Background: an optimization exercise with open tools, aiming at small area, a short achievable clock period and few clock cycles per item. Do not read the settings as production practice.
At most, simulation tests tie the RTL to the original design; equivalence was not proved.
The RTL of runs 2 to 4 was laid out without a check of its function.
Power and IR drop assume default switching activity.

==> flow/design.v, too long to show whole: its modules and the start of the top module <==
// module conv3x3_stream_engine: 2150 lines
// module csa_fa: 10 lines
// module pg_cell: 11 lines
// module g_cell: 8 lines
module conv3x3_stream_engine #(
    parameter int BIT_DEPTH = 8,
    parameter int IMG_W     = 28,
    parameter int IMG_H     = 28,
    parameter int ACC_W     = 20,
    parameter int ADDR_W    = 10
) (
    input  logic                 clk,
    input  logic                 rst,
    input  logic                 kernel_wr_en,
    input  logic [3:0]           kernel_wr_addr,
    input  logic [BIT_DEPTH-1:0] kernel_wr_data,
    input  logic                 start,
    input  logic [1:0]           stride,
    input  logic                 relu_en,
    input  logic [4:0]           shift_amt,
    input  logic                 pix_valid,
    input  logic [BIT_DEPTH-1:0] pix_data,
    output logic                 pix_ready,
    output logic                 out_valid,
    output logic [BIT_DEPTH-1:0] out_data,
    output logic [ADDR_W-1:0]    out_addr,
    input  logic                 out_ready,
    output logic                 busy,
    output logic                 done
);
  // ...
==> flow/flow/run.sh <==
#!/bin/bash
# Own layout flow: the standard synthesis and layout, with two changes to
# how the layout is made:
#  - ports are buffered with sky130_fd_sc_hd__buf_2 instead of the default
#    buffer the flow picks (a slow clock-delay cell);
#  - delay cells (clkdlybuf*, dlygate*, dlymetal*) are not used by the
#    resizer's slew/capacitance repair on signal nets.
# Each run of standard.sh writes its full output to a log file here.
set -euo pipefail
bash standard.sh synth > synth.log 2>&1
export BUFFER_PORTS_ARGS="-buffer_cell sky130_fd_sc_hd__buf_2"
export DONT_USE_CELLS="sky130_fd_sc_hd__clkdlybuf4s15_1 sky130_fd_sc_hd__clkdlybuf4s15_2 sky130_fd_sc_hd__clkdlybuf4s18_1 sky130_fd_sc_hd__clkdlybuf4s18_2 sky130_fd_sc_hd__clkdlybuf4s25_1 sky130_fd_sc_hd__clkdlybuf4s25_2 sky130_fd_sc_hd__clkdlybuf4s50_1 sky130_fd_sc_hd__clkdlybuf4s50_2 sky130_fd_sc_hd__dlygate4sd1_1 sky130_fd_sc_hd__dlygate4sd2_1 sky130_fd_sc_hd__dlygate4sd3_1 sky130_fd_sc_hd__dlymetal6s2s_1 sky130_fd_sc_hd__dlymetal6s4s_1 sky130_fd_sc_hd__dlymetal6s6s_1"
bash standard.sh > layout.log 2>&1
==> flow/standard.sh <==
#!/bin/bash
# synth_recipe.tcl (not shown) runs the flow's synth.tcl, then flattens the netlist and writes it again
# the make line also repeats each setting of config.mk as NAME=value (left out here)
make -C /OpenROAD-flow-scripts/flow DESIGN_CONFIG=/design/flow/config.mk WORK_HOME=/design/flow/orfs CLKGATE_MAP_FILE= SYNTH_SCRIPT=/design/flow/synth_recipe.tcl "${@:-finish}"
==> flow/config.mk <==
export PLATFORM = sky130hd
export DESIGN_NAME = conv3x3_stream_engine
export DESIGN_NICKNAME = conv3x3_stream_engine
export VERILOG_FILES = /design/flow/design.v
export SDC_FILE = /design/flow/constraint.sdc
export NUM_CORES = 4
export LEC_CHECK = 0
export CAP_MARGIN = 50
export CORE_MARGIN = 2
export CORE_UTILIZATION = 40
export SLEW_MARGIN = 70
export SYNTH_HIERARCHICAL = 1
==> flow/constraint.sdc <==
create_clock -name core_clock -period 13.0 [get_ports {clk}]
set_input_delay 2.6000 -clock core_clock [delete_from_list [all_inputs] [get_ports {clk}]]
set_output_delay 2.6000 -clock core_clock [all_outputs]
set_load 0.01 [all_outputs]
==> run summary, run 1 <==
- Layout non-clock buf frac: 3.33%
- Cell breakdown of the critical path: fa_1 -> fa_1 -> fa_1 -> fa_1 -> ha_1 -> and2_1 -> and2_1 -> and2_1 -> and2_1 -> a21o_1 -> xnor2_1
- PostCTS Resize Cnt: 0
- Top reg by flops: lbc
- Biggest regs: lbc (464), rp (85), kr (72)
- Wire per inst: 24.5 um
- R2r setup slk: 9.09 ns
- Crit path max-delay cell type: fa_1
- Status: no timing/DRC/antenna violations
- Met1 usage: 27.2%
- Post-place setup slack: 8.54 ns
- Total CTS buffers: 78
- Combinational fraction of design power: 58.0%
- Worst Path Required: 13.51 ns
- Dpl cell area: 41600 um2
- Worst Hold Launch: rp[0]$_DFF_P_
- Final-layout fill cell count: 8487
- Clk sinks: 748
- Final TNS setup: 0 ns
- FF+latch area: 20800 um2
- Final Max Tran Viols: 0
- # placed instances: 3987
- Setup Viol. Count Final: 0
- Worst r2r src: rp[67]$_DFF_P_
- # nets final: 3431
- Kind of critical path: reg2reg
- Seq pwr: 3.10 mW
- Top Consumer: combinational cells
- Commonest cells after routing, fill and taps aside: 583 x edfxtp_1, 550 x nand2_1, 540 x fa_1, 201 x and2_1, 154 x buf_2
- Max cap viols: 0
- Largest class: flip-flops and latches
- Residual DRC count: 0
- Hold Buf Count CTS: 0
- Pleak: 15.6 nW
- Die Height: 317 um
Testbench counts, summed over its fixed seeds: cycles 25,476, items 14,027.
==> run 2, diff against run 1 <==
--- a/flow/design.v
+++ b/flow/design.v
@@ -21,65 +21,70 @@
     output logic [BIT_DEPTH-1:0] out_data,
     output logic [ADDR_W-1:0]    out_addr,
     input  logic                 out_ready,
     output logic                 busy,
     output logic                 done
 );
     localparam int QD  = 4;
     localparam int CAP = QD + 1;
-    logic       busy_r, done_r, pix_ready_r, all_in;
+    logic       busy_r, done_r, pix_ready_r, out_valid_r;
+    logic       idle_i, ndone_i, nrdy_i, nov_i;
+    logic       all_in;
     logic       stride2_r, relu_r;
     logic [4:0] shift_r;
     logic [4:0] col_in, row_in;
     logic [CAP-1:0] nth;         
     logic [7:0] kr [0:8];
-    logic       out_valid_r;
+    wire bsy = !idle_i, dn = !ndone_i, rdy = !nrdy_i, ov = !nov_i;
     logic start_go, accept, deliver, emit_in, last_in, inc;
     logic all_in_next, done_next;
     logic [CAP-1:0] nth_next;
-    assign start_go = !busy_r && start;
-    assign accept   = pix_valid && pix_ready_r;
-    assign deliver  = out_valid_r && out_ready;
+    assign start_go = !bsy && start;
+    assign accept   = pix_valid && rdy;
+    assign deliver  = ov && out_ready;
     assign emit_in  = (row_in >= 5'd2) && (col_in >= 5'd2) &&
                       (!stride2_r || (!row_in[0] && !col_in[0]));
     assign last_in  = (col_in == 5'd27) && (row_in == 5'd27);
     assign inc      = accept && emit_in;
     always_comb begin
         case ({inc, deliver})
             2'b10:   nth_next = {nth[CAP-2:0], 1'b1};
             2'b01:   nth_next = {1'b0, nth[CAP-1:1]};
             default: nth_next = nth;
         endcase
     end
     assign all_in_next = all_in || (accept && last_in);
-    assign done_next   = busy_r && !done_r && all_in_next && !nth_next[0];
+    assign done_next   = bsy && !dn && all_in_next && !nth_next[0];
+    wire busy_nx = start_go || (bsy && !dn);
+    wire done_nx = !start_go && done_next;
+    wire rdy_nx  = start_go || (bsy && !dn && !all_in_next && !nth_next[CAP-1]);
+    wire all_nx  = !start_go && all_in_next;
     assign busy      = busy_r;
     assign done      = done_r;
     assign pix_ready = pix_ready_r;
     always_ff @(posedge clk) begin
         if (!rst) begin
             busy_r      <= 1'b0;
             done_r      <= 1'b0;
             pix_ready_r <= 1'b0;
+            idle_i      <= 1'b1;
+            ndone_i     <= 1'b1;
+            nrdy_i      <= 1'b1;
             all_in      <= 1'b0;
             nth         <= '0;
         end else begin
-            nth <= nth_next;
-            if (start_go) begin
-                busy_r      <= 1'b1;
-                done_r      <= 1'b0;
-                pix_ready_r <= 1'b1;
-                all_in      <= 1'b0;
-            end else begin
-                busy_r      <= busy_r && !done_r;
-                done_r      <= done_next;
-                all_in      <= all_in_next;
-                pix_ready_r <= busy_r && !done_r && !all_in_next && !nth_next[CAP-1];
-            end
+            busy_r      <= busy_nx;
+            done_r      <= done_nx;
+            pix_ready_r <= rdy_nx;
+            idle_i      <= !busy_nx;
+            ndone_i     <= !done_nx;
+            nrdy_i      <= !rdy_nx;
+            all_in      <= all_nx;
+            nth         <= nth_next;
         end
     end
     always_ff @(posedge clk) begin
         if (start_go) begin
             stride2_r <= (stride == 2'd2);
             relu_r    <= relu_en;
             shift_r   <= shift_amt;
             col_in    <= 5'd0;
@@ -96,23 +101,22 @@
     logic       rst_q, kw_v;
     logic [3:0] kw_a;
     logic [7:0] kw_d;
     always_ff @(posedge clk) begin
         rst_q <= rst;
         kw_a  <= kernel_wr_addr;
         kw_d  <= kernel_wr_data;
         if (!rst) kw_v <= 1'b0;
-        else      kw_v <= !busy_r && kernel_wr_en && (kernel_wr_addr < 4'd9);
+        else      kw_v <= !bsy && kernel_wr_en && (kernel_wr_addr < 4'd9);
     end
+    wire [7:0] kw_dr = rst_q ? kw_d : 8'd0;
     always_ff @(posedge clk) begin
-        if (!rst_q) begin
-            for (int i = 0; i < 9; i++) kr[i] <= 8'd0;
-        end else if (kw_v) begin
-            kr[kw_a] <= kw_d;
+        for (int i = 0; i < 9; i++) begin
+            if (!rst_q || (kw_v && kw_a == 4'(i))) kr[i] <= kw_dr;
         end
     end
     logic [7:0]      px_d;
     logic            px_v, px_e;
     logic [8*58-1:0] lbc;
     always_ff @(posedge clk) begin
         px_d <= pix_data;
         if (px_v) lbc <= {lbc[8*57-1:0], px_d};
@@ -2113,29 +2117,33 @@
         end
     end
     logic [7:0]  out_data_r;
     logic [9:0]  out_addr_r;
     logic [7:0]  q [0:QD-1];
     logic [QD-1:0] qv;
     logic pop, push;
     assign pop  = qv[0] && out_ready;
-    assign push = vs && (qv[0] || (out_valid_r && !out_ready));
+    assign push = vs && (qv[0] || (ov && !out_ready));
     always_ff @(posedge clk) begin
         if (!rst) begin
             out_valid_r <= 1'b0;
+            nov_i       <= 1'b1;
             qv          <= '0;
         end else begin
-            if (!out_valid_r || out_ready) out_valid_r <= qv[0] || vs;
+            if (!ov || out_ready) begin
+                out_valid_r <= qv[0] || vs;
+                nov_i       <= !(qv[0] || vs);
+            end
             if (pop && !push)      qv <= {1'b0, qv[QD-1:1]};
             else if (push && !pop) qv <= {qv[QD-2:0], 1'b1};
         end
     end
     always_ff @(posedge clk) begin
-        if (!out_valid_r || out_ready) out_data_r <= qv[0] ? q[0] : res;
+        if (!ov || out_ready) out_data_r <= qv[0] ? q[0] : res;
         for (int i = 0; i < QD; i++) begin
             if (pop) begin
                 if (push && qv[i] && (i == QD - 1 || !qv[(i + 1) % QD])) q[i] <= res;
                 else if (i < QD - 1)                                       q[i] <= q[(i + 1) % QD];
             end else if (push && !qv[i] && (i == 0 || qv[(i + QD - 1) % QD])) begin
                 q[i] <= res;
             end
         end
==> flow/config.mk (replaced) <==
export PLATFORM = sky130hd
export DESIGN_NAME = conv3x3_stream_engine
export DESIGN_NICKNAME = conv3x3_stream_engine
export VERILOG_FILES = /design/flow/design.v
export SDC_FILE = /design/flow/constraint.sdc
export NUM_CORES = 4
export LEC_CHECK = 0
export CAP_MARGIN = 50
export CORE_MARGIN = 2
export CORE_UTILIZATION = 40
export CTS_BUF_LIST = sky130_fd_sc_hd__clkbuf_8
export CTS_CLUSTER_DIAMETER = 50
export CTS_CLUSTER_SIZE = 14
export SLEW_MARGIN = 70
export SYNTH_HIERARCHICAL = 1
==> run 2 against run 1 <==
Net effect: still clean on timing, DRC and antenna; fmax down 1.7%; area after synthesis down 0.24%; final cell count up 0.50%; routed wire length up 6.3%; register-to-register slack worse by 0.07 ns; global-route usage up 1.3 points; non-clock buffer count up 17; clock skew up 0.013 ns; largest power group unchanged.
==> run summary, run 2 <==
- Initial Utilization: 40.4%
- Worst Path Required: 13.57 ns (+0.06 ns)
- GRT busiest layer: met2
- Final TNS setup: 0 ns (unchanged)
- Io pins: 56
- DR iter-0 viols: 2710
- Synth warn: 9
- Critical path peak fanout: 4
- Initial antenna violation count: 4
- Post-synthesis cell area: 39200 um2
- Final global-route overflow total: 0
- Tot GR Track Use: 22.1%
- Die ar.: 100000 um2
- First-pass GRT wire length: 160000 um
- Hold Buf Count CTS: 0 (unchanged)
- DRT antenna net count: 0
- Cell breakdown of the critical path: buf_2 -> buf_2 -> nand2_1 -> fa_1 -> fa_1 -> fa_1 -> fa_1 -> fa_1 -> fa_1
- Top reg by flops: lbc
- Period utilisation layout: 30.6%
- Max incr delay on CP: 0.51 ns
- Mapped Cells: 2675
- Biggest regs: lbc (464), rp (85), kr (72)
- DR vias/cell: 5.37
- Share of cells above drive strength 1: 14.7%
- Clock Pin Slew Worst Setup and Hold Paths: 0.09 ns
- Final setup margin: 9.02 ns
- Top cell by count, worst path: fa_1
- CTS tree: done
- CP Capture Type: flip-flop
- Power Dens Cells: 272 nW/um2
- Clock skew: 0.0568 ns
- Die Height: 317 um (-0.12%)
- Via count: 22428
- Row Count: 114
- Met1 usage: 29.7% (+2.6 points)
- R2r setup slk: 9.02 ns (-0.07 ns)
- Syn_area_per_cell: 14.6 um2
- Placer Congestion: 0.986
- I/O Buffers: 55
- Die width: 317 um
- Setup Viol. Count Final: 0 (unchanged)
- Clk root buf: clkbuf_8
- RSZ-0062 raised after global routing: false
- Slew Limit Headroom: 66.3%
- Kind of critical path: reg2reg
- Number of flip-flops in the largest register: 464
- Post-place setup slack: 8.45 ns (-0.0930 ns)
- GR Layer Usage met2: 34.9%
- Util after Layout: 45.0%
- Max VDD drop: 469 uV
- GR Layer Usage met3: 5.07%
- Residual DRC count: 0 (unchanged)
- DP HPWL: 86800 um
- H-Tree Depth: 3
- FMAX: 251 MHz
- Arrival @ worst endpoint: 4.54 ns
- Commonest cells after routing, fill and taps aside: 583 x edfxtp_1, 554 x nand2_1, 541 x fa_1, 160 x dfxtp_1, 159 x buf_2
- Clk sinks: 752 (+0.53%)
- Overall routed net length: 108000 um
- Worst slew pin tran: 0.506 ns
- Max cap viols: 0 (unchanged)
- Postcts setup bufs: 0
- DR pass1 iterations: 6
- Total CTS buffers: 80 (+2.6%)
- Pleak: 15.1 nW (-3.2%)
- Status: no timing/DRC/antenna violations
- Clock insertion delay at the later pin of the skew report: 0.74 ns
- Final Max Tran Viols: 0 (unchanged)
- Setup crit start kind: flip-flop
- PostCTS Resize Cnt: 0 (unchanged)
- Min Tclk post-route: 3.98 ns
- # nets final: 3448 (+0.50%)
- Final hold vios: 0
- Commonest non-fill, non-tap cell in the layout: edfxtp_1
- Largest net degree at the start of global routing: 64
- Area of the core: 96900 um2
- Max Buffers Root-to-Sink: 3
- Layout overhead on the synthesized area: 11.3%
- Worst hold path type: reg2reg
- Vias in the first global route: 24185
- Wire per inst: 25.9 um (+5.8%)
- Crit path max-delay cell type: fa_1
-- run 2: metal layers --
metal | vias to the layer above | wire [um]
li1 | 9281 | -
met1 | 11670 | 44400
met2 | 1164 | 49500
met3 | 311 | 9270
met4 | 2 | 5030
met5 | - | 12
-- run 2: through the flow --
step,area [um2],total power [mW],cells,hold slack [ns]
2_1_floorplan,39200,8.10,2679,0.338
3_3_place_gp,40400,10.2,3855,0.360
3_5_place_dp,41800,10.3,4016,0.358
4_1_cts,43500,12.0,4165,0.374
5_1_grt,43600,12.8,4180,0.389
6_report,43600,11.9,4180,0.368
-- run 2: worst paths after layout --
path	cells past startpoint	end	startpoint
max	9	rp[51]$_DFF_P_	lbc[236]$_DFFE_PP_
min reg2reg	1	sum[0]$_DFF_P_	rp[0]$_DFF_P_
max reg2reg	9	rp[51]$_DFF_P_	lbc[236]$_DFFE_PP_
min	1	sum[0]$_DFF_P_	rp[0]$_DFF_P_
-- run 2: power breakdown --
part	switching (mW)	internal (mW)	leakage, nW
registers	0.178	2.95	6.81
clock network	0.877	0.733	0.968
logic	3.85	3.28	7.29
-- run 2: critical path, delay by kind of cell, from the launching register on --
family	cells	cell delay (ns)
flip-flops	1	0.44
adder cells (fa/ha/maj)	6	2.78
AND/OR/NAND/NOR	1	0.11
buffers and inverters	2	0.46
-- run 2: cell type report --
cell class / count / area, um2
Inverter: 56 / 210
Fill cell: 8511 / 53300
Clock inverter: 66 / 562
Multi-Input combinational cell: 1703 / 17600
Timing Repair Buffer: 241 / 1590
Tap cell: 1276 / 1600
Clock buffer: 83 / 1140
Sequential cell: 752 / 20900
Antenna cell: 3 / 7.51
==> run 3, diff against run 2 <==
--- a/flow/config.mk
+++ b/flow/config.mk
@@ -5,11 +5,11 @@
 export SDC_FILE = /design/flow/constraint.sdc
 export NUM_CORES = 4
 export LEC_CHECK = 0
-export CAP_MARGIN = 50
+export CAP_MARGIN = 30
 export CORE_MARGIN = 2
 export CORE_UTILIZATION = 40
 export CTS_BUF_LIST = sky130_fd_sc_hd__clkbuf_8
 export CTS_CLUSTER_DIAMETER = 50
 export CTS_CLUSTER_SIZE = 14
-export SLEW_MARGIN = 70
+export SLEW_MARGIN = 40
 export SYNTH_HIERARCHICAL = 1
==> run 3 against run 2 <==
Net effect: non-clock buffer count fell by 165; fmax shrank 0.98%; setup slack worse by 0.039 ns; clock skew down 0.027 ns; die area did not move; global-route usage decreased by 0.11 points; total power down 0.86%; worst hold slack worse by 0.0047 ns; critical endpoint is now rp[84]$_DFF_P_; critical path depth down 2; final area down 3.0%; first-iteration DRC count is 12% lower.
==> run summary, run 3 <==
- # nets final: 3284 (-4.8%)
- I/O Buffers: 55 (unchanged)
- Top reg by flops: lbc
- Postcts setup bufs: 0 (unchanged)
- Tot GR Track Use: 22.0% (-0.11 points)
- Post-synthesis cell area: 39200 um2 (unchanged)
- Overall routed net length: 108000 um (-0.47%)
- Clock insertion delay at the later pin of the skew report: 0.74 ns (about the same)
- DRT met1 WL: 43900 um (-1.1%)
- Vias in the first global route: 23812 (-1.5%)
- Initial Utilization: 40.4% (unchanged)
- Worst hold path type: reg2reg
- Mapped Cells: 2675 (unchanged)
- Max layer used: met4
- Clock skew: 0.0300 ns (-0.0267 ns)
- Die ar.: 100000 um2 (unchanged)
- Slew Limit Headroom: 43.6% (-23 points)
- Met2 wire length: 49200 um (-0.50%)
- Critical path peak fanout: 8 (+4)
- Syn_area_per_cell: 14.6 um2 (unchanged)
- DR pass1 iterations: 5 (-1)
- Wire per inst: 26.8 um (+3.6%)
- Share of cells above drive strength 1: 8.91% (-5.8 points)
- Kind of critical path: reg2reg
- Biggest regs: lbc (464), rp (85), kr (72)
- Total CTS buffers: 81 (+1.3%)
- Final global-route overflow total: 0 (unchanged)
- Via count: 21663 (-3.4%)
- Clk sinks: 752 (unchanged)
- PostCTS Resize Cnt: 0 (unchanged)
- Setup crit start kind: flip-flop
- Layout overhead on the synthesized area: 8.00%
- Period utilisation layout: 30.9% (+0.30 points)
- Arrival @ worst endpoint: 4.58 ns (+0.04 ns)
- CTS tree: done
- Max VDD drop: 590 uV (+26%)
- First-pass GRT wire length: 158000 um (-1.3%)
- Die width: 317 um (unchanged)
- Row Count: 114 (unchanged)
- Max Buffers Root-to-Sink: 3 (unchanged)
- Residual DRC count: 0 (unchanged)
- Hold Buf Count CTS: 0 (unchanged)
- Worst Path Required: 13.56 ns (about the same)
- Power Dens Cells: 278 nW/um2 (+2.2%)
- DP HPWL: 81000 um (-6.6%)
- Status: no timing/DRC/antenna violations
- Largest net degree at the start of global routing: 104 (+63%)
- CP Capture Type: flip-flop
- Min Tclk post-route: 4.02 ns (+0.0394 ns)
- Pleak: 14.3 nW (-5.3%)
- Clock Pin Slew Worst Setup and Hold Paths: 0.09 ns (about the same)
- Area of the core: 96900 um2 (unchanged)
- Setup Viol. Count Final: 0 (unchanged)
- Io pins: 56 (unchanged)
- Die Height: 317 um (unchanged)
- Clk root buf: clkbuf_8
- Final TNS setup: 0 ns (unchanged)
- Initial antenna violation count: 5 (+1)
- Worst slew pin tran: 0.845 ns (+0.339 ns)
- Commonest cells after routing, fill and taps aside: 583 x edfxtp_1, 554 x nand2_1, 541 x fa_1, 167 x dfxtp_1, 140 x and2_1
- Commonest non-fill, non-tap cell in the layout: edfxtp_1
- Max cap viols: 0 (unchanged)
- RSZ-0062 raised after global routing: false
- Placer Congestion: 0.986 (unchanged)
- Final Max Tran Viols: 0 (unchanged)
- Final-layout fill cell count: 8532 (+0.25%)
- Util after Layout: 43.7% (-1.3 points)
- Number of flip-flops in the largest register: 464 (unchanged)
- H-Tree Depth: 3 (unchanged)
- DR iter-0 viols: 2379 (-12%)
- Met3 WL: 9870 um (+6.4%)
- Synth warn: 9 (unchanged)
- Final hold vios: 0 (unchanged)
- DRT antenna net count: 0 (unchanged)
- DR vias/cell: 5.39 (+0.51%)
- FMAX: 249 MHz (-0.98%)
==> run 3: final cells by class <==
type                       instances  area (um2)  area share (%)
clock inverter                    66         507            1.20
sequential                       752       20900            49.4
inverter                          56         210           0.497
antenna                            4        10.0          0.0237
timing repair buffer              76         513            1.21
clock buffer                      84        1160            2.73
tap                             1276        1600            3.78
multi-input combinational       1703       17400            41.1
==> run 3: path summary, 6_finish.rpt <==
check,startpoint,end,slack (ns),depth (start not counted)
worst max register to register,kr[3][4]$_DFFE_PP_,rp[84]$_DFF_P_,8.98,7
worst min register to register,rp[0]$_DFF_P_,sum[0]$_DFF_P_,0.36,1
worst min-delay path,rp[0]$_DFF_P_,sum[0]$_DFF_P_,0.36,1
worst max-delay path,kr[3][4]$_DFFE_PP_,rp[84]$_DFF_P_,8.98,7
==> run 3: metrics by stage <==
step / instance area, um2 / total power, mW / hold slack, ns / instances / setup WS [ns]
after floorplan: 39200 / 8.10 / 0.338 / 2679 / 1.67
after global placement: 40400 / 10.2 / 0.360 / 3855 / 8.37
after detailed placement: 40600 / 10.3 / 0.352 / 3860 / 8.32
after CTS: 42200 / 11.9 / 0.370 / 4010 / 8.97
after global routing: 42300 / 12.7 / 0.384 / 4016 / 8.85
final: 42300 / 11.8 / 0.364 / 4017 / 8.98
==> run 3: per-layer routing <==
metal	track usage [%]	up-vias
met5	0	-
met4	8.70	0
met2	34.6	1099
li1	-	8957
met3	6.08	310
met1	29.1	11297
==> run 3: power by group <==
part | switching, mW | internal, mW
combinational | 3.78 | 3.25
sequential | 0.214 | 2.95
clock | 0.897 | 0.670
==> run 3: worst max-delay path, cell delays in order, from the launching register on <==
cell	delay (ns)
edfxtp_1	0.87
nand2_1	0.21
fa_1	0.49
fa_1	0.46
fa_1	0.46
fa_1	0.40
fa_1	0.39
fa_1	0.54
==> run 4, diff against run 3 <==
--- a/flow/config.mk
+++ b/flow/config.mk
@@ -5,11 +5,11 @@
 export SDC_FILE = /design/flow/constraint.sdc
 export NUM_CORES = 4
 export LEC_CHECK = 0
-export CAP_MARGIN = 30
+export CAP_MARGIN = 50
 export CORE_MARGIN = 2
-export CORE_UTILIZATION = 40
+export CORE_UTILIZATION = 55
 export CTS_BUF_LIST = sky130_fd_sc_hd__clkbuf_8
 export CTS_CLUSTER_DIAMETER = 50
 export CTS_CLUSTER_SIZE = 14
-export SLEW_MARGIN = 40
+export SLEW_MARGIN = 70
 export SYNTH_HIERARCHICAL = 1
==> run 4 against run 3 <==
Net effect: fmax is 3.1% higher; highest routed layer unchanged; still clean on timing, DRC and antenna; sequential share of layout area is 0.88 points lower; via count is 0.28% higher.
==> run summary, run 4 <==
- Max cap viols: 0 (unchanged)
- DR pass1 iterations: 5 (unchanged)
- Setup Viol. Count Final: 0 (unchanged)
- Kind of critical path: reg2out
- Initial antenna violation count: 3 (-2)
- Syn_area_per_cell: 14.6 um2 (unchanged)
- Largest net degree at the start of global routing: 45 (-57%)
- Layout overhead on the synthesized area: 9.99%
- Vias in the first global route: 23583 (-0.96%)
- GR Layer Usage met3: 8.53% (+2.5 points)
- Final TNS setup: 0 ns (unchanged)
- Mapped Cells: 2675 (unchanged)
- Overall routed net length: 100000 um (-7.0%)
- Max VDD drop: 614 uV (+4.0%)
- I/O Buffers: 55 (unchanged)
- Clk root buf: clkbuf_8
- Final global-route overflow total: 0 (unchanged)
- Clock network power share: 13.8% (+0.5 points)
- Residual DRC count: 0 (unchanged)
- Clock Pin Slew Worst Setup and Hold Paths: 0.09 ns (about the same)
- DRT antenna net count: 0 (unchanged)
- Commonest cells after routing, fill and taps aside: 583 x edfxtp_1, 554 x nand2_1, 541 x fa_1, 160 x dfxtp_1, 156 x buf_2
- Critical path buffers and inverters: 1 (+1)
- Setup crit start kind: flip-flop
- Pleak: 15.0 nW (+4.8%)
- Wire per inst: 26.2 um (-2.2%)
- DP HPWL: 79800 um (-1.5%)
- Arrival @ worst endpoint: 1.30 ns (-3.28 ns)
- Synth warn: 9 (unchanged)
- GR Layer Usage met2: 43.8% (+9.2 points)
- Clock skew: 0.0473 ns (+0.0173 ns)
- Final hold vios: 0 (unchanged)
- Minimum hold slack: 0.373 ns (+0.00953 ns)
- Status: no timing/DRC/antenna violations
- FMAX: 257 MHz (+3.1%)
- CTS tree: done
- Die ar.: 73300 um2 (-27%)
- Combinational fraction of design power: 59.3% (-0.5 points)
- First-pass GRT wire length: 151000 um (-4.3%)
- Crit path max-delay cell type: dfxtp_1
- Placer Congestion: 0.978 (-0.82%)
- GRT busiest layer: met2
- Io pins: 56 (unchanged)
- Worst hold path type: reg2reg
- R2R depth: 8 (+1)
- CP Capture Type: output pin
- Share of cells above drive strength 1: 14.2% (+5.3 points)
- Top reg by flops: lbc
- DR vias/cell: 5.69 (+5.5%)
- Via count: 21724 (+0.28%)
- Number of flip-flops in the largest register: 464 (unchanged)
- Clk sinks: 752 (unchanged)
- DR iter-0 viols: 2397 (+0.76%)
- Postcts setup bufs: 0 (unchanged)
- Row Count: 97 (-15%)
- Power Dens Cells: 271 nW/um2 (-2.7%)
- # nets final: 3430 (+4.4%)
- Cell breakdown of the critical path: buf_2
- Max Buffers Root-to-Sink: 3 (unchanged)
- Min Tclk post-route: 3.90 ns (-0.119 ns)
- Clock insertion delay at the later pin of the skew report: 0.72 ns (-0.02 ns)
- Total CTS buffers: 78 (-3.7%)
- Commonest non-fill, non-tap cell in the layout: edfxtp_1
- Met1 usage: 38.3% (+9.2 points)
- Area of the core: 70300 um2 (-27%)
- Crit path max-delay family: flip-flops
- Net Sw Frac: 40.5% (-1.1 points)
- Die width: 271 um (-15%)
- Tot GR Track Use: 28.4% (+6.4 points)
- Initial Utilization: 55.7% (+15 points)
- H-Tree Depth: 3 (unchanged)
- RSZ-0062 raised after global routing: false
- Die Height: 271 um (-15%)
- Post-synthesis cell area: 39200 um2 (unchanged)
- Switching power: 4.72 mW (-3.5%)
- Hold Buf Count CTS: 0 (unchanged)
- Hold depth: 1 (unchanged)
- Period utilisation layout: 30.0% (-0.92 points)
- PostCTS Resize Cnt: 0 (unchanged)
- Critical path peak fanout: 6 (-2)
- Critical path depth: 1 (-6)
- Worst Path Required: 10.40 ns (-3.16 ns)
- Max incr delay on CP: 0.44 ns (-0.43 ns)
- Biggest regs: lbc (464), rp (85), kr (72)
- Final Max Tran Viols: 0 (unchanged)
- Seq pwr share: 26.8% (about the same)
- Power Internal: 6.94 mW (+1.0%)
run 4: cell types whose count changed in the layout (fill, tap and decap cells not counted), sizes merged:
cell | previous run | this run
clkdlybuf4s50 | 0 | 1
clkbuf | 84 | 89
buf | 76 | 219
clkinvlp | 2 | 4
inv | 99 | 87
bufinv | 1 | 5
diode | 4 | 2
clkinv | 20 | 16
run 4: final cells by class:
| class | instances | area, um2 |
|---|---|---|
| tap | 940 | 1180 |
| antenna | 2 | 5.00 |
| sequential | 752 | 20900 |
| clock inverter | 56 | 548 |
| timing repair buffer | 225 | 1500 |
| clock buffer | 84 | 1160 |
| fill | 5403 | 27200 |
| inverter | 56 | 210 |
| multi-input combinational | 1703 | 17600 |
run 4: final timing paths:
| check | start | end | slack, ns |
|---|---|---|---|
| hold / removal | rp[0]$_DFF_P_ | sum[0]$_DFF_P_ | 0.37 |
| setup reg to reg | lbc[2]$_DFFE_PP_ | rp[51]$_DFF_P_ | 9.12 |
| hold reg to reg | rp[0]$_DFF_P_ | sum[0]$_DFF_P_ | 0.37 |
| setup / recovery | out_addr_r[2]$_SDFFE_PP0P_ | out_addr[2] | 9.10 |
run 4: stage by stage:
step                setup slack [ns]  utilization [%]  power, mW  instance area, um2  cells
floorplan                       1.67                -       8.10               39200   2679
global placement                8.44             56.9       9.97               40000   3519
detailed placement              8.36             58.7       10.1               41200   3665
CTS                             9.03             61.1       11.7               42900   3805
global route                    9.00             61.3       12.6               43100   3817
finish                          9.10             61.3       11.7               43100   3818
run 4: power by group through the flow:
stage	combinational (mW)	sequential, mW	clock, mW
2_1_floorplan	4.96	3.13	0
3_3_place_gp	6.76	3.21	0
3_5_place_dp	6.90	3.19	0
4_1_cts	6.95	3.13	1.67
5_1_grt	7.71	3.15	1.76
6_report	6.92	3.13	1.61
run 4: per-layer routing:
metal	vias to the layer above	wire length (um)
met3	221	9970
li1	9231	-
met5	-	0
met1	11225	40100
met2	1047	46000
met4	0	4070

-- what the ideal ports hide --
Ports are ideal in the flow. The routed layouts listed here were re-timed in OpenROAD. Step 1: set_driving_cell puts a clkbuf_16 on clk and a buf_2 on each other input, an assumption about the parent block. Step 2 also shifts input and output timing later by t, the mid clock arrival at the registers, as if the neighbouring blocks saw the same clock. Three values: no drivers, after step 1, after step 2; two values: the first two.
run	t (ns)	setup slack, ns	hold WS [ns]	latest minus earliest clock arrival (ns)	worst register clock-pin slew, ns
run 1	0.707	9.091 / 9.048 / 8.531	0.353 / 0.353 / 0.353	0.043 / 0.043	0.07 / 0.07
run 2	0.780	9.022 / 9.007 / 8.436	0.368 / 0.368 / 0.368	0.061 / 0.060	0.09 / 0.09
run 3	0.792	8.982 / 8.982 / 8.298	0.364 / 0.364 / 0.364	0.050 / 0.049	0.09 / 0.09
run 4	0.756	9.102 / 9.043 / 8.491	0.373 / 0.373 / 0.373	0.047 / 0.047	0.09 / 0.09
After both steps every run listed still meets setup and hold. The setup slack of run 3, which loses most, moves by 0.000 ns with the drivers and by -0.684 ns with both steps.
